Context: an optimization exercise on an open-source flow, tuned for a short achievable clock period and few clock cycles per item. The choices shown serve that exercise and are no tape-out recipe.
Function was checked by simulation only, so behaviour that the tests miss may differ from the original.
No activity file was given, so power comes from the tool's default toggle rates.

==> design.v <==
package fu_pkg;
    localparam int XLEN       = 32;
    localparam int REG_ADDR_W = 5;
    localparam int INSN_BYTES = 4;
    localparam int BYTE_LANES = XLEN / 8;
    typedef enum logic [3:0] {
        op_add, op_sub, op_slt, op_sltu, op_and, op_nor, op_or, op_xor,
        op_sll, op_srl, op_sra, op_lui, op_mul, op_eq, op_ne
    } alu_op_e;
    typedef enum logic [2:0] {
        br_none, br_b, br_bl, br_jirl, br_cond
    } br_kind_e;
    typedef enum logic [1:0] {
        mem_none, mem_load_word, mem_store_word, mem_store_byte
    } mem_op_e;
    typedef struct packed {
        alu_op_e                op;
        logic [XLEN-1:0]        src1;
        logic [XLEN-1:0]        src2;
        logic [XLEN-1:0]        store_data;
        logic [XLEN-1:0]        pc;
        br_kind_e               br_kind;
        logic                   pred_taken;
        logic [XLEN-1:0]        br_offset;
        logic [REG_ADDR_W-1:0]  dest;
        logic                   gr_we;
        mem_op_e                mem_op;
    } fu_req_t;
    typedef struct packed {
        logic                   valid;
        logic [XLEN-1:0]        result;
        logic [XLEN-1:0]        store_data;
        logic [BYTE_LANES-1:0]  sel_n;
        mem_op_e                mem_op;
        logic [REG_ADDR_W-1:0]  dest;
        logic                   gr_we;
    } ex_mem_t;
    typedef struct packed {
        logic                   mispredict;
        logic [XLEN-1:0]        target;
    } redirect_t;
    typedef struct packed {
        logic                   valid;
        logic [REG_ADDR_W-1:0]  dest;
        logic [XLEN-1:0]        data;
    } wb_t;
    typedef struct packed {
        logic                   ce;
        logic                   we_n;
        logic [BYTE_LANES-1:0]  sel_n;
        logic [XLEN-1:0]        addr;
        logic [XLEN-1:0]        wdata;
    } mem_req_t;
endpackage
`timescale 1ns/1ns
module fu_alu (
    input  fu_pkg::alu_op_e         op_i,
    input  logic [fu_pkg::XLEN-1:0] src1_i,
    input  logic [fu_pkg::XLEN-1:0] src2_i,
    output logic [fu_pkg::XLEN-1:0] result_o
);
    logic [4:0] shamt;
    logic       slt_cond;
    logic       sltu_cond;
    assign shamt     = src2_i[4:0];
    assign slt_cond  = $signed(src1_i) < $signed(src2_i);
    assign sltu_cond = src1_i < src2_i;
    always_comb begin
        case (op_i)
            fu_pkg::op_add:  result_o = src1_i + src2_i;
            fu_pkg::op_sub:  result_o = src1_i - src2_i;
            fu_pkg::op_slt:  result_o = {{(fu_pkg::XLEN-1){1'b0}}, slt_cond};
            fu_pkg::op_sltu: result_o = {{(fu_pkg::XLEN-1){1'b0}}, sltu_cond};
            fu_pkg::op_and:  result_o = src1_i & src2_i;
            fu_pkg::op_nor:  result_o = ~(src1_i | src2_i);
            fu_pkg::op_or:   result_o = src1_i | src2_i;
            fu_pkg::op_xor:  result_o = src1_i ^ src2_i;
            fu_pkg::op_sll:  result_o = src1_i << shamt;
            fu_pkg::op_srl:  result_o = src1_i >> shamt;
            fu_pkg::op_sra:  result_o = $signed(src1_i) >>> shamt;
            fu_pkg::op_lui:  result_o = {src2_i[19:0], 12'b0};
            fu_pkg::op_mul:  result_o = src1_i * src2_i;
            fu_pkg::op_eq: begin
                result_o = {{(fu_pkg::XLEN-1){1'b0}}, src1_i == src2_i};
            end
            fu_pkg::op_ne: begin
                result_o = {{(fu_pkg::XLEN-1){1'b0}}, src1_i != src2_i};
            end
            default:         result_o = '0;
        endcase
    end
endmodule
`timescale 1ns/1ns
module fu_branch_unit (
    input  logic [fu_pkg::XLEN-1:0] pc_i,
    input  fu_pkg::br_kind_e        kind_i,
    input  fu_pkg::alu_op_e         op_i,
    input  logic [fu_pkg::XLEN-1:0] src1_i,
    input  logic [fu_pkg::XLEN-1:0] src2_i,
    input  logic [fu_pkg::XLEN-1:0] offset_i,
    input  logic                    pred_taken_i,
    output fu_pkg::redirect_t       redirect_o
);
    logic                    actual_taken;
    logic [fu_pkg::XLEN-1:0] actual_target;
    logic [fu_pkg::XLEN-1:0] pc_next;
    logic                    cond_met;
    assign pc_next  = pc_i + fu_pkg::XLEN'(fu_pkg::INSN_BYTES);
    assign cond_met = ((op_i == fu_pkg::op_eq) && (src1_i == src2_i)) ||
                      ((op_i == fu_pkg::op_ne) && (src1_i != src2_i));
    always_comb begin
        actual_taken  = 1'b0;
        actual_target = pc_i + offset_i;
        case (kind_i)
            fu_pkg::br_b, fu_pkg::br_bl: begin
                actual_taken = 1'b1;
            end
            fu_pkg::br_jirl: begin
                actual_taken  = 1'b1;
                actual_target = src1_i + offset_i;
            end
            fu_pkg::br_cond: begin
                actual_taken = cond_met;
            end
            default: begin
                actual_taken = 1'b0;
            end
        endcase
    end
    always_comb begin
        if (actual_taken != pred_taken_i) begin
            redirect_o.mispredict = 1'b1;
            redirect_o.target     = actual_taken ? actual_target : pc_next;
        end else begin
            redirect_o.mispredict = 1'b0;
            redirect_o.target     = '0;
        end
    end
endmodule
`timescale 1ns/1ns
module fu_issue_stage (
    input  logic            clk,
    input  logic            rst,
    input  logic            valid_i,
    input  fu_pkg::fu_req_t req_i,
    input  logic            stall_i,
    output logic            ready_o,
    output logic            ex_valid_o,
    output fu_pkg::fu_req_t ex_req_o
);
    logic            valid_q;
    fu_pkg::fu_req_t req_q;
    assign ready_o = !stall_i;
    always_ff @(posedge clk or posedge rst) begin
        if (rst) begin
            valid_q <= 1'b0;
        end else if (!stall_i) begin
            valid_q <= valid_i;
        end
    end
    always_ff @(posedge clk) begin
        if (!stall_i && valid_i) begin
            req_q <= req_i;
        end
    end
    assign ex_valid_o = valid_q;
    assign ex_req_o   = req_q;
endmodule
`timescale 1ns/1ns
module fu_ex_stage (
    input  logic              clk,
    input  logic              rst,
    input  logic              ex_valid_i,
    input  fu_pkg::fu_req_t   ex_req_i,
    input  logic              stall_i,
    output fu_pkg::ex_mem_t   ex_mem_o,
    output fu_pkg::redirect_t redirect_o
);
    logic [fu_pkg::XLEN-1:0]       alu_result;
    logic [fu_pkg::XLEN-1:0]       link_addr;
    logic [fu_pkg::XLEN-1:0]       result;
    logic                          is_link;
    logic [fu_pkg::BYTE_LANES-1:0] sel_n;
    fu_pkg::redirect_t             br_redirect;
    logic                          valid_q;
    logic [fu_pkg::XLEN-1:0]       result_q;
    logic [fu_pkg::XLEN-1:0]       store_data_q;
    logic [fu_pkg::BYTE_LANES-1:0] sel_n_q;
    fu_pkg::mem_op_e               mem_op_q;
    logic [fu_pkg::REG_ADDR_W-1:0] dest_q;
    logic                          gr_we_q;
    fu_pkg::redirect_t             redirect_q;
    fu_alu u_alu (
        .op_i     (ex_req_i.op),
        .src1_i   (ex_req_i.src1),
        .src2_i   (ex_req_i.src2),
        .result_o (alu_result)
    );
    fu_branch_unit u_branch_unit (
        .pc_i         (ex_req_i.pc),
        .kind_i       (ex_req_i.br_kind),
        .op_i         (ex_req_i.op),
        .src1_i       (ex_req_i.src1),
        .src2_i       (ex_req_i.src2),
        .offset_i     (ex_req_i.br_offset),
        .pred_taken_i (ex_req_i.pred_taken),
        .redirect_o   (br_redirect)
    );
    assign is_link   = (ex_req_i.br_kind == fu_pkg::br_bl) ||
                       (ex_req_i.br_kind == fu_pkg::br_jirl);
    assign link_addr = ex_req_i.pc + fu_pkg::XLEN'(fu_pkg::INSN_BYTES);
    assign result    = is_link ? link_addr : alu_result;
    always_comb begin
        case (ex_req_i.mem_op)
            fu_pkg::mem_store_byte: begin
                sel_n = ~(fu_pkg::BYTE_LANES'(1) << alu_result[1:0]);
            end
            fu_pkg::mem_load_word, fu_pkg::mem_store_word: sel_n = '0;
            default:                                        sel_n = '1;
        endcase
    end
    always_ff @(posedge clk or posedge rst) begin
        if (rst) begin
            valid_q    <= 1'b0;
            redirect_q <= '0;
        end else if (!stall_i) begin
            valid_q    <= ex_valid_i;
            redirect_q <= ex_valid_i ? br_redirect : '0;
        end else begin
            redirect_q <= '0;
        end
    end
    always_ff @(posedge clk) begin
        if (!stall_i) begin
            result_q     <= result;
            store_data_q <= ex_req_i.store_data;
            sel_n_q      <= sel_n;
            mem_op_q     <= ex_req_i.mem_op;
            dest_q       <= ex_req_i.dest;
            gr_we_q      <= ex_req_i.gr_we;
        end
    end
    assign ex_mem_o.valid      = valid_q;
    assign ex_mem_o.result     = result_q;
    assign ex_mem_o.store_data = store_data_q;
    assign ex_mem_o.sel_n      = sel_n_q;
    assign ex_mem_o.mem_op     = mem_op_q;
    assign ex_mem_o.dest       = dest_q;
    assign ex_mem_o.gr_we      = gr_we_q;
    assign redirect_o          = redirect_q;
endmodule
`timescale 1ns/1ns
module fu_mem_stage #(
    parameter int MEM_WAIT_CYCLES = 4
) (
    input  logic                    clk,
    input  logic                    rst,
    input  fu_pkg::ex_mem_t         ex_mem_i,
    output logic                    mem_busy_o,
    output fu_pkg::mem_req_t        mem_req_o,
    input  logic [fu_pkg::XLEN-1:0] mem_rdata_i,
    output logic                    mem_ready_o,
    output fu_pkg::wb_t             wb_o
);
    localparam int CNT_W = $clog2(MEM_WAIT_CYCLES + 1);
    typedef enum logic [1:0] {
        st_idle,
        st_wait,
        st_done
    } mem_state_e;
    mem_state_e                    state_q;
    mem_state_e                    state_d;
    logic [CNT_W-1:0]              cnt_q;
    logic [CNT_W-1:0]              cnt_d;
    logic                          is_mem;
    logic                          is_store;
    logic                          is_load;
    logic                          wb_valid_d;
    logic [fu_pkg::XLEN-1:0]       wb_data_d;
    logic                          wb_valid_q;
    logic [fu_pkg::REG_ADDR_W-1:0] wb_dest_q;
    logic [fu_pkg::XLEN-1:0]       wb_data_q;
    assign is_mem   = ex_mem_i.valid && (ex_mem_i.mem_op != fu_pkg::mem_none);
    assign is_store = is_mem && ((ex_mem_i.mem_op == fu_pkg::mem_store_word) ||
                                 (ex_mem_i.mem_op == fu_pkg::mem_store_byte));
    assign is_load  = is_mem && (ex_mem_i.mem_op == fu_pkg::mem_load_word);
    always_comb begin
        state_d = state_q;
        cnt_d   = cnt_q;
        case (state_q)
            st_idle: begin
                if (is_mem) begin
                    state_d = st_wait;
                    cnt_d   = CNT_W'(1);
                end
            end
            st_wait: begin
                if (cnt_q == CNT_W'(MEM_WAIT_CYCLES)) begin
                    state_d = st_done;
                end else begin
                    cnt_d = cnt_q + CNT_W'(1);
                end
            end
            st_done: begin
                state_d = st_idle;
            end
            default: begin
                state_d = st_idle;
            end
        endcase
    end
    always_ff @(posedge clk or posedge rst) begin
        if (rst) begin
            state_q <= st_idle;
            cnt_q   <= '0;
        end else begin
            state_q <= state_d;
            cnt_q   <= cnt_d;
        end
    end
    assign mem_busy_o  = (state_q == st_wait) || ((state_q == st_idle) && is_mem);
    assign mem_ready_o = (state_q == st_done);
    always_comb begin
        mem_req_o.ce    = is_mem;
        mem_req_o.we_n  = !is_store;
        mem_req_o.sel_n = is_mem ? ex_mem_i.sel_n : '1;
        mem_req_o.addr  = ex_mem_i.result;
        if (!is_store) begin
            mem_req_o.wdata = '0;
        end else if (ex_mem_i.mem_op == fu_pkg::mem_store_byte) begin
            mem_req_o.wdata = {fu_pkg::BYTE_LANES{ex_mem_i.store_data[7:0]}};
        end else begin
            mem_req_o.wdata = ex_mem_i.store_data;
        end
    end
    assign wb_valid_d = ex_mem_i.valid && ex_mem_i.gr_we && !is_store && !mem_busy_o;
    assign wb_data_d  = is_load ? mem_rdata_i : ex_mem_i.result;
    always_ff @(posedge clk or posedge rst) begin
        if (rst) begin
            wb_valid_q <= 1'b0;
        end else begin
            wb_valid_q <= wb_valid_d;
        end
    end
    always_ff @(posedge clk) begin
        wb_dest_q <= ex_mem_i.dest;
        wb_data_q <= wb_data_d;
    end
    assign wb_o.valid = wb_valid_q;
    assign wb_o.dest  = wb_dest_q;
    assign wb_o.data  = wb_data_q;
endmodule
`timescale 1ns/1ns
module fu_top (
    input  logic        clk,
    input  logic        rst,
    input  logic        valid_i,
    input  logic [3:0]  req_op_i,
    input  logic [31:0] req_src1_i,
    input  logic [31:0] req_src2_i,
    input  logic [31:0] req_store_data_i,
    input  logic [31:0] req_pc_i,
    input  logic [2:0]  req_br_kind_i,
    input  logic        req_pred_taken_i,
    input  logic [31:0] req_br_offset_i,
    input  logic [4:0]  req_dest_i,
    input  logic        req_gr_we_i,
    input  logic [1:0]  req_mem_op_i,
    output logic        ready_o,
    output logic        redirect_mispredict_o,
    output logic [31:0] redirect_target_o,
    output logic        mem_ce_o,
    output logic        mem_we_n_o,
    output logic [3:0]  mem_sel_n_o,
    output logic [31:0] mem_addr_o,
    output logic [31:0] mem_wdata_o,
    input  logic [31:0] mem_rdata_i,
    output logic        mem_ready_o,
    output logic        wb_valid_o,
    output logic [4:0]  wb_dest_o,
    output logic [31:0] wb_data_o
);
    localparam int WB_DEPTH = 24;    
    localparam int MQ_DEPTH = 8;     
    localparam int LQ_DEPTH = 3;     
    localparam int MEM_CYCLES = 6;
    logic        ready_q;    
    logic        ready_oq;   
    logic        ready_aq;   
    logic        v0;
    logic [3:0]  op0;
    logic [31:0] a0, b0, am0, bm0, sd0, pc0, off0;
    logic [2:0]  bk0;
    logic        pt0;
    logic [4:0]  dst0;
    logic        we0;
    logic [1:0]  mop0;
    always_ff @(posedge clk or posedge rst) begin
        if (rst) v0 <= 1'b0;
        else     v0 <= valid_i & ready_aq;
    end
    always_ff @(posedge clk) begin
        op0  <= req_op_i;
        a0   <= req_src1_i;
        b0   <= req_src2_i;
        am0  <= req_src1_i;
        bm0  <= req_src2_i;
        sd0  <= req_store_data_i;
        pc0  <= req_pc_i;
        bk0  <= req_br_kind_i;
        pt0  <= req_pred_taken_i;
        off0 <= req_br_offset_i;
        dst0 <= req_dest_i;
        we0  <= req_gr_we_i;
        mop0 <= req_mem_op_i;
    end
    always_ff @(posedge clk or posedge rst) begin
        if (rst) ready_oq <= 1'b0;
        else     ready_oq <= ready_q;
    end
    always_ff @(posedge clk) ready_aq <= ready_q;
    assign ready_o = ready_oq;
    logic        v1;
    logic [3:0]  op1;
    logic [2:0]  bk1;
    logic        pt1;
    logic [4:0]  dst1;
    logic        wb1;        
    logic        mem1;       
    logic        ld1;        
    logic        wen1;       
    logic [3:0]  seln1;
    logic [31:0] wdata1;
    logic [16:0] sum_lo1, dif_lo1, tpc_lo1, trs_lo1;
    logic [15:0] sum_h0_1, sum_h1_1, tpc_h0_1, tpc_h1_1, trs_h0_1, trs_h1_1;
    logic [16:0] dif_h0_1, dif_h1_1;    
    logic        sgn1;       
    logic        a31_1;
    logic [31:0] lg1, sh1;
    logic [19:0] lui1;
    logic        eq1;
    logic [31:0] pc4_1;
    logic        link1;      
    logic        mul1;
    logic [31:0] lg_c, sh_c;
    logic [1:0]  lo_addr;
    logic [3:0]  seln_c;
    always_comb begin
        case (op0[1:0])
            2'd0:    lg_c = a0 & b0;
            2'd1:    lg_c = ~(a0 | b0);
            2'd2:    lg_c = a0 | b0;
            default: lg_c = a0 ^ b0;
        endcase
    end
    always_comb begin
        case (op0[1:0])
            2'd0:    sh_c = a0 << b0[4:0];
            2'd1:    sh_c = a0 >> b0[4:0];
            default: sh_c = $signed(a0) >>> b0[4:0];
        endcase
    end
    assign lo_addr = a0[1:0] + b0[1:0];
    always_comb begin
        case (mop0)
            2'd3:    seln_c = ~(4'b0001 << lo_addr);
            default: seln_c = 4'b0000;
        endcase
    end
    logic [16:0] sum_h1_w, tpc_h1_w, trs_h1_w;
    logic [17:0] dif_lo_w, dif_h1_w;
    assign sum_h1_w = {a0[31:16], 1'b1} + {b0[31:16], 1'b1};
    assign tpc_h1_w = {pc0[31:16], 1'b1} + {off0[31:16], 1'b1};
    assign trs_h1_w = {a0[31:16], 1'b1} + {off0[31:16], 1'b1};
    assign dif_lo_w = {1'b0, a0[15:0], 1'b1} + {1'b0, ~b0[15:0], 1'b1};
    assign dif_h1_w = {1'b0, a0[31:16], 1'b1} + {1'b0, ~b0[31:16], 1'b1};
    always_ff @(posedge clk or posedge rst) begin
        if (rst) v1 <= 1'b0;
        else     v1 <= v0;
    end
    always_ff @(posedge clk) begin
        op1      <= op0;
        bk1      <= bk0;
        pt1      <= pt0;
        dst1     <= dst0;
        wb1      <= we0 && (mop0 != 2'd2) && (mop0 != 2'd3);
        mem1     <= (mop0 != 2'd0);
        ld1      <= (mop0 == 2'd1) && we0;
        wen1     <= (mop0 == 2'd1) || (mop0 == 2'd0);
        seln1    <= seln_c;
        wdata1   <= (mop0 == 2'd3) ? {4{sd0[7:0]}} : sd0;
        sum_lo1  <= {1'b0, a0[15:0]} + {1'b0, b0[15:0]};
        sum_h0_1 <= a0[31:16] + b0[31:16];
        sum_h1_1 <= sum_h1_w[16:1];
        dif_lo1  <= dif_lo_w[17:1];
        dif_h0_1 <= {1'b0, a0[31:16]} + {1'b0, ~b0[31:16]};
        dif_h1_1 <= dif_h1_w[17:1];
        tpc_lo1  <= {1'b0, pc0[15:0]} + {1'b0, off0[15:0]};
        tpc_h0_1 <= pc0[31:16] + off0[31:16];
        tpc_h1_1 <= tpc_h1_w[16:1];
        trs_lo1  <= {1'b0, a0[15:0]} + {1'b0, off0[15:0]};
        trs_h0_1 <= a0[31:16] + off0[31:16];
        trs_h1_1 <= trs_h1_w[16:1];
        sgn1     <= a0[31] ^ b0[31];
        a31_1    <= a0[31];
        lg1      <= lg_c;
        sh1      <= sh_c;
        lui1     <= b0[19:0];
        eq1      <= (a0 == b0);
        pc4_1    <= pc0 + 32'd4;
        link1    <= (bk0 == 3'd2) || (bk0 == 3'd3);
        mul1     <= (op0 == 4'd12);
    end
    logic [31:0][31:0] pp;
    logic [21:0][31:0] mt1_a;
    logic [14:0][31:0] mt1_c;
    logic [14:0][31:0] mt1;
    logic [9:0][31:0]  mt2_a;
    logic [6:0][31:0]  mt2_b;
    logic [4:0][31:0]  mt2_c;
    logic [4:0][31:0]  mt2;
    logic [3:0][31:0]  mt3_a;
    logic [2:0][31:0]  mt3_b;
    logic [1:0][31:0]  mt3_c;
    logic [1:0][31:0]  mt3;
    logic [16:0]       ml4;
    logic [15:0]       mh0_4, mh1_4;
    logic [16:0]       mh1_w;
    assign mh1_w = {mt3[0][31:16], 1'b1} + {mt3[1][31:16], 1'b1};
    always_comb begin
        for (int i = 0; i < 32; i++) pp[i] = bm0[i] ? (am0 << i) : 32'd0;
    end
    fu_csa_level #(.N_IN(32)) u_l1 (.rows_i(pp),    .rows_o(mt1_a));
    fu_csa_level #(.N_IN(22)) u_l2 (.rows_i(mt1_a), .rows_o(mt1_c));
    fu_csa_level #(.N_IN(15)) u_l3 (.rows_i(mt1),   .rows_o(mt2_a));
    fu_csa_level #(.N_IN(10)) u_l4 (.rows_i(mt2_a), .rows_o(mt2_b));
    fu_csa_level #(.N_IN(7))  u_l5 (.rows_i(mt2_b), .rows_o(mt2_c));
    fu_csa_level #(.N_IN(5))  u_l6 (.rows_i(mt2),   .rows_o(mt3_a));
    fu_csa_level #(.N_IN(4))  u_l7 (.rows_i(mt3_a), .rows_o(mt3_b));
    fu_csa_level #(.N_IN(3))  u_l8 (.rows_i(mt3_b), .rows_o(mt3_c));
    always_ff @(posedge clk) begin
        mt1   <= mt1_c;
        mt2   <= mt2_c;
        mt3   <= mt3_c;
        ml4   <= {1'b0, mt3[0][15:0]} + {1'b0, mt3[1][15:0]};
        mh0_4 <= mt3[0][31:16] + mt3[1][31:16];
        mh1_4 <= mh1_w[16:1];
    end
    logic        v2;
    logic        mul2;
    logic        wb2;
    logic        ld2;
    logic [4:0]  dst2;
    logic [31:0] res2;
    logic [31:0] res_c;
    logic [31:0] sum_c, dif_c, tpc_c, trs_c;
    logic        borrow_c;
    logic        taken_c;
    logic        cond_c;
    logic        rd_v_q;
    logic [31:0] rd_t_q;
    assign sum_c    = {sum_lo1[16] ? sum_h1_1 : sum_h0_1, sum_lo1[15:0]};
    assign dif_c    = {dif_lo1[16] ? dif_h1_1[15:0] : dif_h0_1[15:0], dif_lo1[15:0]};
    assign borrow_c = !(dif_lo1[16] ? dif_h1_1[16] : dif_h0_1[16]);
    assign tpc_c    = {tpc_lo1[16] ? tpc_h1_1 : tpc_h0_1, tpc_lo1[15:0]};
    assign trs_c    = {trs_lo1[16] ? trs_h1_1 : trs_h0_1, trs_lo1[15:0]};
    always_comb begin
        if (link1) begin
            res_c = pc4_1;
        end else begin
            case (op1)
                4'd0:    res_c = sum_c;
                4'd1:    res_c = dif_c;
                4'd2:    res_c = {31'd0, sgn1 ? a31_1 : dif_c[31]};
                4'd3:    res_c = {31'd0, borrow_c};
                4'd4, 4'd5, 4'd6, 4'd7: res_c = lg1;
                4'd8, 4'd9, 4'd10:      res_c = sh1;
                4'd11:   res_c = {lui1, 12'd0};
                4'd13:   res_c = {31'd0, eq1};
                4'd14:   res_c = {31'd0, !eq1};
                default: res_c = 32'd0;
            endcase
        end
    end
    assign cond_c = ((op1 == 4'd13) && eq1) || ((op1 == 4'd14) && !eq1);
    always_comb begin
        case (bk1)
            3'd1, 3'd2, 3'd3: taken_c = 1'b1;
            3'd4:             taken_c = cond_c;
            default:          taken_c = 1'b0;
        endcase
    end
    always_ff @(posedge clk or posedge rst) begin
        if (rst) begin
            v2     <= 1'b0;
            rd_v_q <= 1'b0;
        end else begin
            v2     <= v1;
            rd_v_q <= v1 && (taken_c != pt1);
        end
    end
    always_ff @(posedge clk) begin
        mul2   <= mul1 && !link1;
        wb2    <= wb1;
        ld2    <= ld1;
        dst2   <= dst1;
        res2   <= res_c;
        rd_t_q <= !taken_c ? pc4_1 : (bk1 == 3'd3) ? trs_c : tpc_c;
    end
    logic        rd_v_o;
    logic [31:0] rd_t_o;
    always_ff @(posedge clk or posedge rst) begin
        if (rst) rd_v_o <= 1'b0;
        else     rd_v_o <= rd_v_q;
    end
    always_ff @(posedge clk) rd_t_o <= rd_t_q;
    assign redirect_mispredict_o = rd_v_o;
    assign redirect_target_o     = rd_t_o;
    logic        v3, v4, v5;
    logic        mul3, mul4;
    logic        wb3, wb4, wb5;
    logic        ld3, ld4, ld5;
    logic [4:0]  dst3, dst4, dst5;
    logic [31:0] res3, res4, res5;
    always_ff @(posedge clk or posedge rst) begin
        if (rst) begin
            v3 <= 1'b0;
            v4 <= 1'b0;
            v5 <= 1'b0;
        end else begin
            v3 <= v2;
            v4 <= v3;
            v5 <= v4;
        end
    end
    always_ff @(posedge clk) begin
        mul3 <= mul2;
        wb3  <= wb2;
        ld3  <= ld2;
        dst3 <= dst2;
        res3 <= res2;
        mul4 <= mul3;
        wb4  <= wb3;
        ld4  <= ld3;
        dst4 <= dst3;
        res4 <= res3;
        wb5  <= wb4;
        ld5  <= ld4;
        dst5 <= dst4;
        res5 <= mul4 ? {ml4[16] ? mh1_4 : mh0_4, ml4[15:0]} : res4;
    end
    logic        mq_push, mq_pop, mq_hv;
    logic [69:0] mq_head;    
    logic [69:0] mq_new;
    logic        mbyp;       
    assign mq_new  = {ld1, wen1, seln1, sum_c, wdata1};
    assign mq_push = v1 && mem1 && !mbyp;
    logic [69:0]         mq_mem [MQ_DEPTH];
    logic [MQ_DEPTH-1:0] mq_wp, mq_rp;       
    logic [3:0]          mq_n;               
    always_ff @(posedge clk or posedge rst) begin
        if (rst) begin
            mq_wp <= MQ_DEPTH'(1);
            mq_rp <= MQ_DEPTH'(1);
            mq_n  <= '0;
            mq_hv <= 1'b0;
        end else begin
            if (mq_push) mq_wp <= {mq_wp[MQ_DEPTH-2:0], mq_wp[MQ_DEPTH-1]};
            if (mq_pop)  mq_rp <= {mq_rp[MQ_DEPTH-2:0], mq_rp[MQ_DEPTH-1]};
            mq_n  <= mq_n + 4'(mq_push) - 4'(mq_pop);
            mq_hv <= (mq_n + 4'(mq_push) - 4'(mq_pop)) != 4'd0;
        end
    end
    for (genvar i = 0; i < MQ_DEPTH; i++) begin : g_mq
        always_ff @(posedge clk) begin
            if (mq_push && mq_wp[i]) mq_mem[i] <= mq_new;
        end
    end
    always_comb begin
        mq_head = '0;
        for (int i = 0; i < MQ_DEPTH; i++) begin
            if (mq_rp[i]) mq_head = mq_head | mq_mem[i];
        end
    end
    logic        mce_q, mrdy_q, mld_q;
    logic [2:0]  mcnt_q;
    logic        mwen_q;
    logic [3:0]  mseln_q;
    logic [31:0] maddr_q, mwdata_q;
    logic        mfree;
    logic [2:0]  lcred_q;      
    logic        lq_pop;
    logic        lq_room;
    logic        mstart;
    assign mfree   = !mce_q || mrdy_q;
    assign lq_room = (lcred_q != 3'(LQ_DEPTH));
    assign mq_pop  = mfree && mq_hv && lq_room;
    assign mbyp    = mfree && !mq_hv && lq_room && v1 && mem1;
    assign mstart  = mq_pop || mbyp;
    always_ff @(posedge clk or posedge rst) begin
        if (rst) begin
            mce_q  <= 1'b0;
            mrdy_q <= 1'b0;
            mcnt_q <= '0;
        end else if (mstart) begin
            mce_q  <= 1'b1;
            mrdy_q <= 1'b0;
            mcnt_q <= 3'd1;
        end else if (mfree) begin
            mce_q  <= 1'b0;
            mrdy_q <= 1'b0;
        end else begin
            mcnt_q <= mcnt_q + 3'd1;
            mrdy_q <= (mcnt_q == 3'(MEM_CYCLES - 1));
        end
    end
    logic [69:0] mreq_new;
    logic        mwen_h;
    logic [3:0]  mseln_h;
    logic [31:0] maddr_h, mwdata_h;
    assign mreq_new = mq_hv ? mq_head : mq_new;
    always_ff @(posedge clk) begin
        if (mstart) {mld_q, mwen_h, mseln_h, maddr_h, mwdata_h} <= mreq_new;
    end
    logic mce_o, mrdy_o, mld_o;
    always_ff @(posedge clk) begin
        {mwen_q, mseln_q, maddr_q, mwdata_q} <= {mwen_h, mseln_h, maddr_h, mwdata_h};
        mld_o <= mld_q;
    end
    always_ff @(posedge clk or posedge rst) begin
        if (rst) begin
            mce_o  <= 1'b0;
            mrdy_o <= 1'b0;
        end else begin
            mce_o  <= mce_q;
            mrdy_o <= mrdy_q;
        end
    end
    always_ff @(posedge clk or posedge rst) begin
        if (rst) lcred_q <= '0;
        else     lcred_q <= lcred_q + 3'(mstart && (mq_hv ? mq_head[69] : ld1)) - 3'(lq_pop);
    end
    assign mem_ce_o    = mce_o;
    assign mem_we_n_o  = mwen_q;
    assign mem_sel_n_o = mseln_q;
    assign mem_addr_o  = maddr_q;
    assign mem_wdata_o = mwdata_q;
    assign mem_ready_o = mrdy_o;
    logic [31:0] rdata_q;
    logic        lpush_q;
    logic        lq_hv;
    logic [31:0] lq_head;
    always_ff @(posedge clk) rdata_q <= mem_rdata_i;
    always_ff @(posedge clk or posedge rst) begin
        if (rst) lpush_q <= 1'b0;
        else     lpush_q <= mrdy_o && mld_o;
    end
    fu_shift_fifo #(.W(32), .D(LQ_DEPTH)) u_lq (
        .clk     (clk),
        .rst     (rst),
        .push_i  (lpush_q),
        .data_i  (rdata_q),
        .pop_i   (lq_pop),
        .valid_o (lq_hv),
        .data_o  (lq_head)
    );
    logic        wq_push, wq_pop, wq_hv;
    logic [37:0] wq_head;    
    logic        wbv_q;
    logic [4:0]  wbd_q;
    logic [31:0] wbx_q;
    assign wq_push = v5 && wb5;
    assign wq_pop  = wq_hv && (!wq_head[37] || lq_hv);
    assign lq_pop  = wq_pop && wq_head[37];
    fu_shift_fifo #(.W(38), .D(WB_DEPTH)) u_wq (
        .clk     (clk),
        .rst     (rst),
        .push_i  (wq_push),
        .data_i  ({ld5, dst5, res5}),
        .pop_i   (wq_pop),
        .valid_o (wq_hv),
        .data_o  (wq_head)
    );
    always_ff @(posedge clk or posedge rst) begin
        if (rst) wbv_q <= 1'b0;
        else     wbv_q <= wq_pop;
    end
    always_ff @(posedge clk) begin
        wbd_q <= wq_head[36:32];
        wbx_q <= wq_head[37] ? lq_head : wq_head[31:0];
    end
    logic        wbv_o;
    logic [4:0]  wbd_o;
    logic [31:0] wbx_o;
    always_ff @(posedge clk or posedge rst) begin
        if (rst) wbv_o <= 1'b0;
        else     wbv_o <= wbv_q;
    end
    always_ff @(posedge clk) begin
        wbd_o <= wbd_q;
        wbx_o <= wbx_q;
    end
    assign wb_valid_o = wbv_o;
    assign wb_dest_o  = wbd_o;
    assign wb_data_o  = wbx_o;
    logic [5:0] wcred_q;
    logic [3:0] mcred_q;
    always_ff @(posedge clk or posedge rst) begin
        if (rst) begin
            wcred_q <= '0;
            mcred_q <= '0;
            ready_q <= 1'b0;
        end else begin
            wcred_q <= wcred_q + 6'(v0 && we0 && (mop0 != 2'd2) && (mop0 != 2'd3))
                               - 6'(wq_pop);
            mcred_q <= mcred_q + 4'(v0 && (mop0 != 2'd0)) - 4'(mstart);
            ready_q <= (wcred_q <= 6'(WB_DEPTH - 4)) && (mcred_q <= 4'(MQ_DEPTH - 4));
        end
    end
endmodule
module fu_shift_fifo #(
    parameter int W = 32,
    parameter int D = 4
) (
    input  logic         clk,
    input  logic         rst,
    input  logic         push_i,
    input  logic [W-1:0] data_i,
    input  logic         pop_i,
    output logic         valid_o,
    output logic [W-1:0] data_o
);
    logic [D-1:0] v_q;       
    logic [W-1:0] e_q [D];
    always_ff @(posedge clk or posedge rst) begin
        if (rst) begin
            v_q <= '0;
        end else if (pop_i && !push_i) begin
            v_q <= v_q >> 1;
        end else if (push_i && !pop_i) begin
            v_q <= {v_q[D-2:0], 1'b1};
        end
    end
    for (genvar i = 0; i < D; i++) begin : g_e
        logic last;     
        logic first;    
        logic [W-1:0] nxt;
        if (i == D - 1) begin : g_top
            assign last  = v_q[i];
            assign nxt   = e_q[i];
        end else begin : g_mid
            assign last  = v_q[i] && !v_q[i+1];
            assign nxt   = e_q[i+1];
        end
        if (i == 0) begin : g_bot
            assign first = !v_q[0];
        end else begin : g_up
            assign first = !v_q[i] && v_q[i-1];
        end
        always_ff @(posedge clk) begin
            if (pop_i) e_q[i] <= (push_i && last) ? data_i : nxt;
            else if (push_i && first) e_q[i] <= data_i;
        end
    end
    assign valid_o = v_q[0];
    assign data_o  = e_q[0];
endmodule
module fu_csa_level #(
    parameter int N_IN = 3
) (
    input  logic [N_IN-1:0][31:0]                rows_i,
    output logic [2*(N_IN/3)+(N_IN%3)-1:0][31:0] rows_o
);
    for (genvar g = 0; g < N_IN / 3; g++) begin : g_csa
        assign rows_o[2*g]   = rows_i[3*g] ^ rows_i[3*g+1] ^ rows_i[3*g+2];
        assign rows_o[2*g+1] = ((rows_i[3*g] & rows_i[3*g+1]) |
                                (rows_i[3*g] & rows_i[3*g+2]) |
                                (rows_i[3*g+1] & rows_i[3*g+2])) << 1;
    end
    for (genvar r = 0; r < N_IN % 3; r++) begin : g_pass
        assign rows_o[2*(N_IN/3)+r] = rows_i[3*(N_IN/3)+r];
    end
endmodule
==> flow/run.sh <==
#!/bin/bash
set -euo pipefail
EXTRA="SETUP_SLACK_MARGIN=$(cat flow/margin.txt)"
sed "s|\"\${@:-finish}\"|$EXTRA \"\${@:-finish}\"|" standard.sh > my_standard.sh
grep -q "$EXTRA" my_standard.sh
bash my_standard.sh > make_flow.log 2>&1
==> flow/margin.txt <==
6
==> standard.sh <==
#!/bin/bash
# synth_recipe.tcl (not shown) runs the flow's synth.tcl, then flattens the netlist and writes it again
# the make line also repeats each setting of config.mk as NAME=value (left out here)
make -C /OpenROAD-flow-scripts/flow DESIGN_CONFIG=/design/flow/config.mk WORK_HOME=/design/flow/orfs CLKGATE_MAP_FILE= SYNTH_SCRIPT=/design/flow/synth_recipe.tcl "${@:-finish}"
==> config.mk <==
export PLATFORM = sky130hd
export DESIGN_NAME = fu_top
export DESIGN_NICKNAME = fu_top
export VERILOG_FILES = /design/flow/design.v
export SDC_FILE = /design/flow/constraint.sdc
export NUM_CORES = 4
export LEC_CHECK = 0
export ABC_CLOCK_PERIOD_IN_PS = 2500
export CAP_MARGIN = 20
export CORE_MARGIN = 2
export CORE_UTILIZATION = 55
export CTS_CLUSTER_DIAMETER = 80
export CTS_CLUSTER_SIZE = 30
export SETUP_SLACK_MARGIN = 5
export SLEW_MARGIN = 20
==> constraint.sdc <==
create_clock -name core_clock -period 8.5 [get_ports {clk}]
set_input_delay 1.7000 -clock core_clock [delete_from_list [all_inputs] [get_ports {clk}]]
set_output_delay 1.7000 -clock core_clock [all_outputs]
set_load 0.01 [all_outputs]
==> results of run 1 <==
worst min path at each step:
| stage | slack (ps) | to | startpoint | cells past startpoint |
|---|---|---|---|---|
| after global placement | 310 | dst5[4] | dst4[4] | 0 |
| after floorplan | 310 | bk1[0] | bk0[0] | 0 |
| after global routing | 330 | mul4 | mul3 | 0 |
| final | 330 | rd_t_o[7] | rd_t_q[7] | 0 |
| after CTS | 330 | rd_t_o[18] | rd_t_q[18] | 0 |
| after detailed placement | 310 | dst5[4] | dst4[4] | 0 |
worst reg2reg max path, stage by stage, from the launching register on:
cell and delay, ps:
dfxtp_2 340, buf_12 150, clkinvlp_4 160, ha_4 200, fa_2 360, o21bai_1 180, a21o_1 170, a21oi_2 70
or3_4 340, a21oi_2 170, a2111oi_2 80, o31ai_1 290
cell usage after synthesis (44+ instances only):
| master | n |
|---|---|
| mux2_1 | 68 |
| a221oi_1 | 146 |
| a31oi_1 | 92 |
| xor2_1 | 72 |
| ha_1 | 304 |
| clkbuf_1 | 510 |
| inv_1 | 402 |
| edfxtp_1 | 770 |
| mux2_2 | 181 |
| o21ai_1 | 44 |
| mux2i_1 | 139 |
| buf_1 | 104 |
| dfxtp_1 | 2242 |
| fa_1 | 432 |
| a21oi_1 | 287 |
| dfrtp_1 | 79 |
| nor2b_1 | 46 |
| o21ai_0 | 161 |
| a21o_1 | 89 |
| a211oi_1 | 59 |
| o22ai_1 | 883 |
| buf_2 | 154 |
| xnor2_1 | 230 |
| nor2_1 | 2348 |
| nand2_1 | 499 |
| nor3_1 | 72 |
| a22o_1 | 172 |
area by class of cell:
type                    count  area [um2]
well taps                2975        3720
multi-input cells        6837       48700
repair inverters            4        32.5
clock inverters            65         803
repair buffers            709        7020
flip-flops and latches   3093       70300
clock buffers             200        4310
diodes                      4        10.0
inverters                 427        1790
fillers                 17998       84900
kinds of logic after synthesis:
family                   after synthesis  synth area share
buffers and inverters               1206            0.0391
AO/OA/AOI/OAI                       2153             0.117
AND/OR/NAND/NOR                     3213             0.106
flip-flops                          3093             0.573
adder cells (fa/ha/maj)              736             0.102
multiplexers                         429            0.0418
XOR/XNOR                             302            0.0216
stage by stage:
step	worst slack [ps]	utilization	area (um2)	hold WS (ps)	power, uW
final	5340	0.617	137000	329	43600
after global routing	5310	0.617	137000	334	46000
after CTS	5280	0.610	135000	330	43500
after detailed placement	5080	0.579	128000	312	34500
after global placement	5130	0.579	128000	310	34100
after floorplan	5460	-	123000	310	29600
timing repair:
action,CTS,global route
cloned,12,6
endpoints found under the setup margin,1833,383
pin swaps,26,48
resized for setup,1005,186
buffers inserted,76,77
flip-flops by register name, summed over array words and instances, names as in the netlist, 55 cells and up:
name / flops
mt3: 55
mq_mem: 560
u_wq.e_q: 912
u_lq.e_q: 96
mt2: 86
mt1: 239
per-layer routing:
metal  GRT usage  up-vias  part of all wire
li1            -    38654                 -
met1       0.430    42577              0.41
met3      0.0528      738             0.072
met2       0.507     3405              0.46
met4       0.154       12             0.054
met5           0        -           0.00021
where the power goes:
group          leakage, uW  internal [uW]  switching, uW
clock network      0.00249           3900           4940
logic               0.0255           5260           7740
registers           0.0270          19400           2350
==> flow_metrics.py, run 1 <==
metrics = {
    "setup_path": {
        "crit_slowest_cell": "dfrtp_1",
        "worst-path-stages": 1,
        "worstReg2RegStart": "am0[0]",
        "worstSetupEndpoint": "wb_valid_o",
        "r2r-end": "dif_lo1[16]",
        "path_max_fanout": 1,
        "path_class": "reg2out",
        "max_stage_delay_ps": 450,
        "worst_setup_path_end_kind": "primary output",
        "crit_family": "flip-flops",
        "crit_required_ps": 6800,
        "r2r_setup_slack_ps": 5900,
        "crit_chain": "buf_2",
        "worstPathArrival_ps": 1460,
        "worst-path-buf-inv": 1,
        "cp-start-kind": "flop",
        "r2r_cells": 11,
        "crit_path_start": "wbv_o",
    },
    "clock_tree": {
        "insertion_delay_ps": 850,
        "cts_buffer_depth": 3,
        "cts_tree": "done",
        "cts-hold-fix-buffers": 0,
        "clk_pin_slew_ps": 100,
        "clock_sinks": 3093,
        "cts_htree_levels": 4,
        "cts_inserted_buffers": 146,
        "root_buffer": "clkbuf_16",
    },
    "yosys": {
        "seq_area_frac_synth": 0.573,
        "synthArstFlopShare": 0.0262,
        "synth_area_um2": 122000,
        "synth_seq_cells": 3093,
        "synth_flop_cell": "dfxtp_1",
        "syn_inst": 11132,
        "synth-edff-count": 770,
        "synthDominantCellAreaShare": 0.367,
        "yosysTopAreaCell": "dfxtp_1",
        "yosysWarnings": 6,
        "post_synth_num_cell_types": 84,
        "ys_top_cells_by_area": "dfxtp_1 (37%), edfxtp_1 (19%), nor2_1 (7.2%)",
        "syn_nets": 12079,
        "avgSynthCellArea_um2": 11.0,
    },
    "sta": {
        "relSlewSlack": 0.232,
        "slew_viol_final": 0,
        "period_share": 0.371,
        "fmax_mhz": 317,
        "setup_violations": 0,
        "tns_ps": 0,
        "rsz0062_at_grt": "true",
        "min_period_ps": 3160,
        "fin_skew_ps": 32.9,
        "tightest_slew_ps": 1150,
        "hold_viol": 0,
    },
    "route": {
        "drt_iter0_drc": 8063,
        "wirelength_mm": 370,
        "drcViolationCount": 0,
        "vias_per_cell": 5.97,
        "drtPass1Iterations": 8,
        "wl_per_cell_um": 25.9,
        "ant_nets": 0,
        "vias": 85386,
    },
    "run_status": {
        "status": "complete, no violations",
    },
    "cells_and_area": {
        "final_cells": 14314,
        "area_delta_synth_final_pct": 11.8,
        "nets": 12165,
        "mostFrequentLayoutCells": "nor2_1 (2338), dfxtp_1 (2108), o22ai_1 (881)",
        "final_common_cell": "nor2_1",
        "drive_gt1_frac": 0.123,
    },
    "power": {
        "p_leak_uw": 0.0550,
        "max-vdd-ir-drop_mv": 0.358,
        "pwr_density_cell_nw_per_um2": 319,
    },
    "place": {
        "place_congestion": 0.975,
        "place_inst": 13874,
        "dpl.hpwl_mm": 246,
        "port_buffers": 353,
    },
    "floorplanning": {
        "die_height_um": 476,
        "start_util": 0.552,
        "coreArea_um2": 222000,
        "ioPinCount": 354,
        "die_w_um": 476,
        "num_rows": 173,
        "die_area_um2": 226000,
    },
    "run": {
        "cap_violations": 0,
    },
    "grt": {
        "grt_pass1_vias": 81564,
        "grt_pass1_wl_mm": 540,
        "grt_antenna_before_repair": 18,
        "overflow": 0,
        "groute.usage.overall": 0.320,
        "grt_max_degree": 109,
    },
    "worst_hold_path": {
        "hold_path_class": "reg2reg",
    },
}
Testbench counts, summed over its fixed seeds: cycles 7,141, insns 4,800.
==> run 2, diff against run 1 <==
--- a/design.v
+++ b/design.v
@@ -380,8 +380,8 @@
     output logic [4:0]  wb_dest_o,
     output logic [31:0] wb_data_o
 );
-    localparam int WB_DEPTH = 24;    
-    localparam int MQ_DEPTH = 8;     
+    localparam int WB_DEPTH = 28;    
+    localparam int MQ_DEPTH = 10;    
     localparam int LQ_DEPTH = 3;     
     localparam int MEM_CYCLES = 6;
     logic        ready_q;    
@@ -789,20 +789,9 @@
         wbd_q <= wq_head[36:32];
         wbx_q <= wq_head[37] ? lq_head : wq_head[31:0];
     end
-    logic        wbv_o;
-    logic [4:0]  wbd_o;
-    logic [31:0] wbx_o;
-    always_ff @(posedge clk or posedge rst) begin
-        if (rst) wbv_o <= 1'b0;
-        else     wbv_o <= wbv_q;
-    end
-    always_ff @(posedge clk) begin
-        wbd_o <= wbd_q;
-        wbx_o <= wbx_q;
-    end
-    assign wb_valid_o = wbv_o;
-    assign wb_dest_o  = wbd_o;
-    assign wb_data_o  = wbx_o;
+    assign wb_valid_o = wbv_q;
+    assign wb_dest_o  = wbd_q;
+    assign wb_data_o  = wbx_q;
     logic [5:0] wcred_q;
     logic [3:0] mcred_q;
     always_ff @(posedge clk or posedge rst) begin
==> flow_metrics.py, run 2 <==
metrics = {
    "run_status": {
        "status": "complete, no violations",
    },
    "yosys": {
        "synth-simple-area-share": 0.107,
        "post_synth_num_cell_types": 78,
        "syn_nets": 12955,
        "synthDominantCellAreaShare": 0.358,
        "avgSynthCellArea_um2": 11.0,
        "ys_top_cells_by_area": "dfxtp_1 (36%), edfxtp_1 (21%), nor2_1 (7.6%)",
        "synth_flop_cell": "dfxtp_1",
        "seq_area_frac_synth": 0.582,
        "synth_top_family_by_area": "compound AO/OA/AOI/OAI gates",
        "synth_area_um2": 132000,
        "synth_xor_area_frac": 0.0198,
        "synthArstFlopShare": 0.0262,
        "synth_fa_ha_area_frac": 0.0944,
        "yosysTopAreaCell": "dfxtp_1",
        "netlist_top_cells_count": "nor2_1 (2669), dfxtp_1 (2357), o22ai_1 (1026), edfxtp_1 (910), clkbuf_1 (652)",
        "synthMuxAreaShare": 0.0392,
        "syn_inst": 12008,
        "synth_compound_area_frac": 0.119,
        "synth.most_common_cell": "nor2_1",
        "synth-edff-count": 910,
        "yosysWarnings": 6,
        "synth_seq_cells": 3355,
    },
    "grt": {
        "grt_max_degree": 89,
        "grt_pass1_vias": 89733,
        "overflow": 0,
        "grt_use_met3": 0.0536,
        "grt_antenna_before_repair": 21,
        "use_met1": 0.414,
        "grt_pass1_wl_mm": 590,
        "grt_busiest_layer": "met2",
        "grt_use_met2": 0.531,
        "groute.usage.overall": 0.321,
    },
    "clock_tree": {
        "cts_buffer_depth": 3,
        "root_buffer": "clkbuf_16",
        "clk_pin_slew_ps": 110,
        "insertion_delay_ps": 850,
        "cts_inserted_buffers": 154,
        "cts_htree_levels": 4,
        "clock_sinks": 3355,
        "cts_tree": "done",
    },
    "cells_and_area": {
        "area_delta_synth_final_pct": 12.2,
        "drive_gt1_frac": 0.131,
        "post-route-util": 0.621,
        "top_regs": "u_wq.e_q (1064), mq_mem (700), mt1 (239)",
        "top_register": "u_wq.e_q",
        "final_common_cell": "nor2_1",
        "largest_register_ffs": 1064,
        "nets": 13049,
        "mostFrequentLayoutCells": "nor2_1 (2659), dfxtp_1 (2223), o22ai_1 (1026)",
    },
    "sta": {
        "min_period_ps": 3160,
        "period_share": 0.372,
        "tightest_slew_ps": 1210,
        "setup_violations": 0,
        "relSlewSlack": 0.188,
        "slew_viol_final": 0,
        "fmax_mhz": 316,
        "fin_skew_ps": 46.6,
        "hold_viol": 0,
        "rsz0062_at_grt": "true",
        "tns_ps": 0,
    },
    "setup_path": {
        "crit_required_ps": 6800,
        "path_class": "reg2out",
        "worstPathArrival_ps": 1460,
        "max_stage_delay_ps": 460,
        "crit_chain": "buf_2",
        "crit_family": "flip-flops",
        "cp-start-kind": "flop",
        "worst_setup_path_end_kind": "primary output",
        "worst-path-buf-inv": 1,
        "crit_slowest_cell": "dfrtp_1",
        "path_max_fanout": 2,
    },
    "floorplanning": {
        "num_rows": 179,
        "die_w_um": 494,
        "die_area_um2": 244000,
        "coreArea_um2": 238000,
        "ioPinCount": 354,
        "die_height_um": 494,
        "start_util": 0.554,
    },
    "power": {
        "finalPower_uw": 46200,
        "pwr_density_cell_nw_per_um2": 312,
        "p_leak_uw": 0.0587,
        "max-vdd-ir-drop_mv": 0.337,
    },
    "route": {
        "drt_iter0_drc": 8222,
        "vias": 91693,
        "wirelength_mm": 397,
        "vias_per_cell": 5.95,
        "drtPass1Iterations": 10,
        "wl_per_cell_um": 25.8,
        "ant_nets": 0,
        "drcViolationCount": 0,
    },
    "place": {
        "dpl.hpwl_mm": 257,
        "place_congestion": 0.979,
        "port_buffers": 353,
    },
    "run": {
        "cap_violations": 0,
    },
    "worst_hold_path": {
        "hold_path_class": "reg2reg",
    },
}
==> run 2: cell types whose count changed after synthesis, moves of 58 or more <==
cell      before   now
a31oi_1       92    34
o21ai_0      161   221
dfxtp_1     2242  2357
a41oi_1        1    74
nor2_1      2348  2669
a22oi_1        8    82
mux2_1        68     0
edfxtp_1     770   910
o22ai_1      883  1026
mux2_2       181   239
clkbuf_1     510   652
==> run 2: worst register-to-register path, cell delays in order (launching register included) <==
cell and delay [ps]:
dfxtp_4 650, buf_6 450, nor2b_1 450, nand2_1 110
o2111ai_1 100, o21ai_0 120, o21ai_0 540
==> run 2: path summary, 6_finish.rpt <==
check / start / end / slack (ps) / cells past startpoint
max in group asynchronous: rst / mq_rp[3] / 6410 / 3
max reg2reg: op0[0] / sh1[17] / 5920 / 6
min reg2reg: mt1[0] / mt2[0] / 310 / 0
min: mt1[0] / mt2[0] / 310 / 0
min in group asynchronous: rst / wbv_q / 1480 / 3
max: mrdy_o / mem_ready_o / 5340 / 1
==> run 2: metrics by stage <==
stage                     cell area (um2)  instances  hold slack [ps]  worst slack [ps]
final                              148000      15402              310              5340
after global routing               148000      15391              306              5280
after CTS                          147000      15316              303              5250
after detailed placement           138000      14866              312              4790
after global placement             138000      14865              310              4770
after floorplan                    132000      12008              310              5390
==> run 2: layout make-up <==
class	instances	area (um2)
Fill cell	18894	90100
Sequential cell	3355	77000
Multi-Input combinational cell	7362	51700
Timing Repair Buffer	801	8110
Clock buffer	203	4220
Tap cell	3167	3960
Inverter	421	1860
Clock inverter	74	1050
Timing Repair inverter	7	55.1
Antenna cell	12	30.0
==> run 2: layer usage <==
metal / vias to the layer above / wire length, um
met3: 787 / 27700
met1: 45503 / 161000
met5: - / 122
li1: 41838 / -
met2: 3547 / 187000
met4: 18 / 21300
==> run 2: kinds of logic after synthesis <==
kind of cell / count (synthesis)
adders and majority gates: 736
AOI/OAI and AO/OA: 2350
buffers and inverters: 1302
xor gates and xnor gates: 298
and+or+nand+nor: 3542
muxes: 425
DFF: 3355
==> run 2: timing repair <==
item | 4_1_cts | 5_1_grt
resized for setup | 1122 | 210
pin swaps | 51 | 54
hold buffers | 0 | 0
gates cloned | 32 | 4
setup endpoints to repair | 2363 | 530
endpoints found under the hold margin | 0 | 0
buffers inserted | 141 | 70
==> run 2: where the power goes <==
part	internal, uW	total [uW]	switching [uW]
logic	5580	13800	8210
registers	20900	23100	2230
clock network	3890	9270	5380
total	30400	46200	15800
Testbench counts of run 2, summed over its fixed seeds: cycles 7,123, insns 4,800.

==> what the ideal ports hide <==
How much do the figures lean on ideal ports? The routed layouts below were timed once more, with nothing changed but the port constraints.
Step 1 assumes that a clkbuf_16 drives the clock port and a buf_2 every other input.
Step 2 adds t to the input delays and takes it off the output delays; t is the mean of the earliest and latest rising clock arrival at the registers after step 1. Input paths then give back, and output paths get back, about the clock's delay inside the block.
Slacks: no drivers / after step 1 / after step 2; pairs: no drivers / after step 1.
| run | t (ns) | setup slack, ns | slew at the worst register clock pin (ns) |
|---|---|---|---|
| run 1 | 0.944 | 5.342 / 5.236 / 5.570 | 0.12 / 0.12 |
| run 2 | 0.934 | 5.338 / 5.232 / 5.518 | 0.11 / 0.11 |
After both steps every run listed still meets setup and hold. Setup slack includes reset recovery checks.
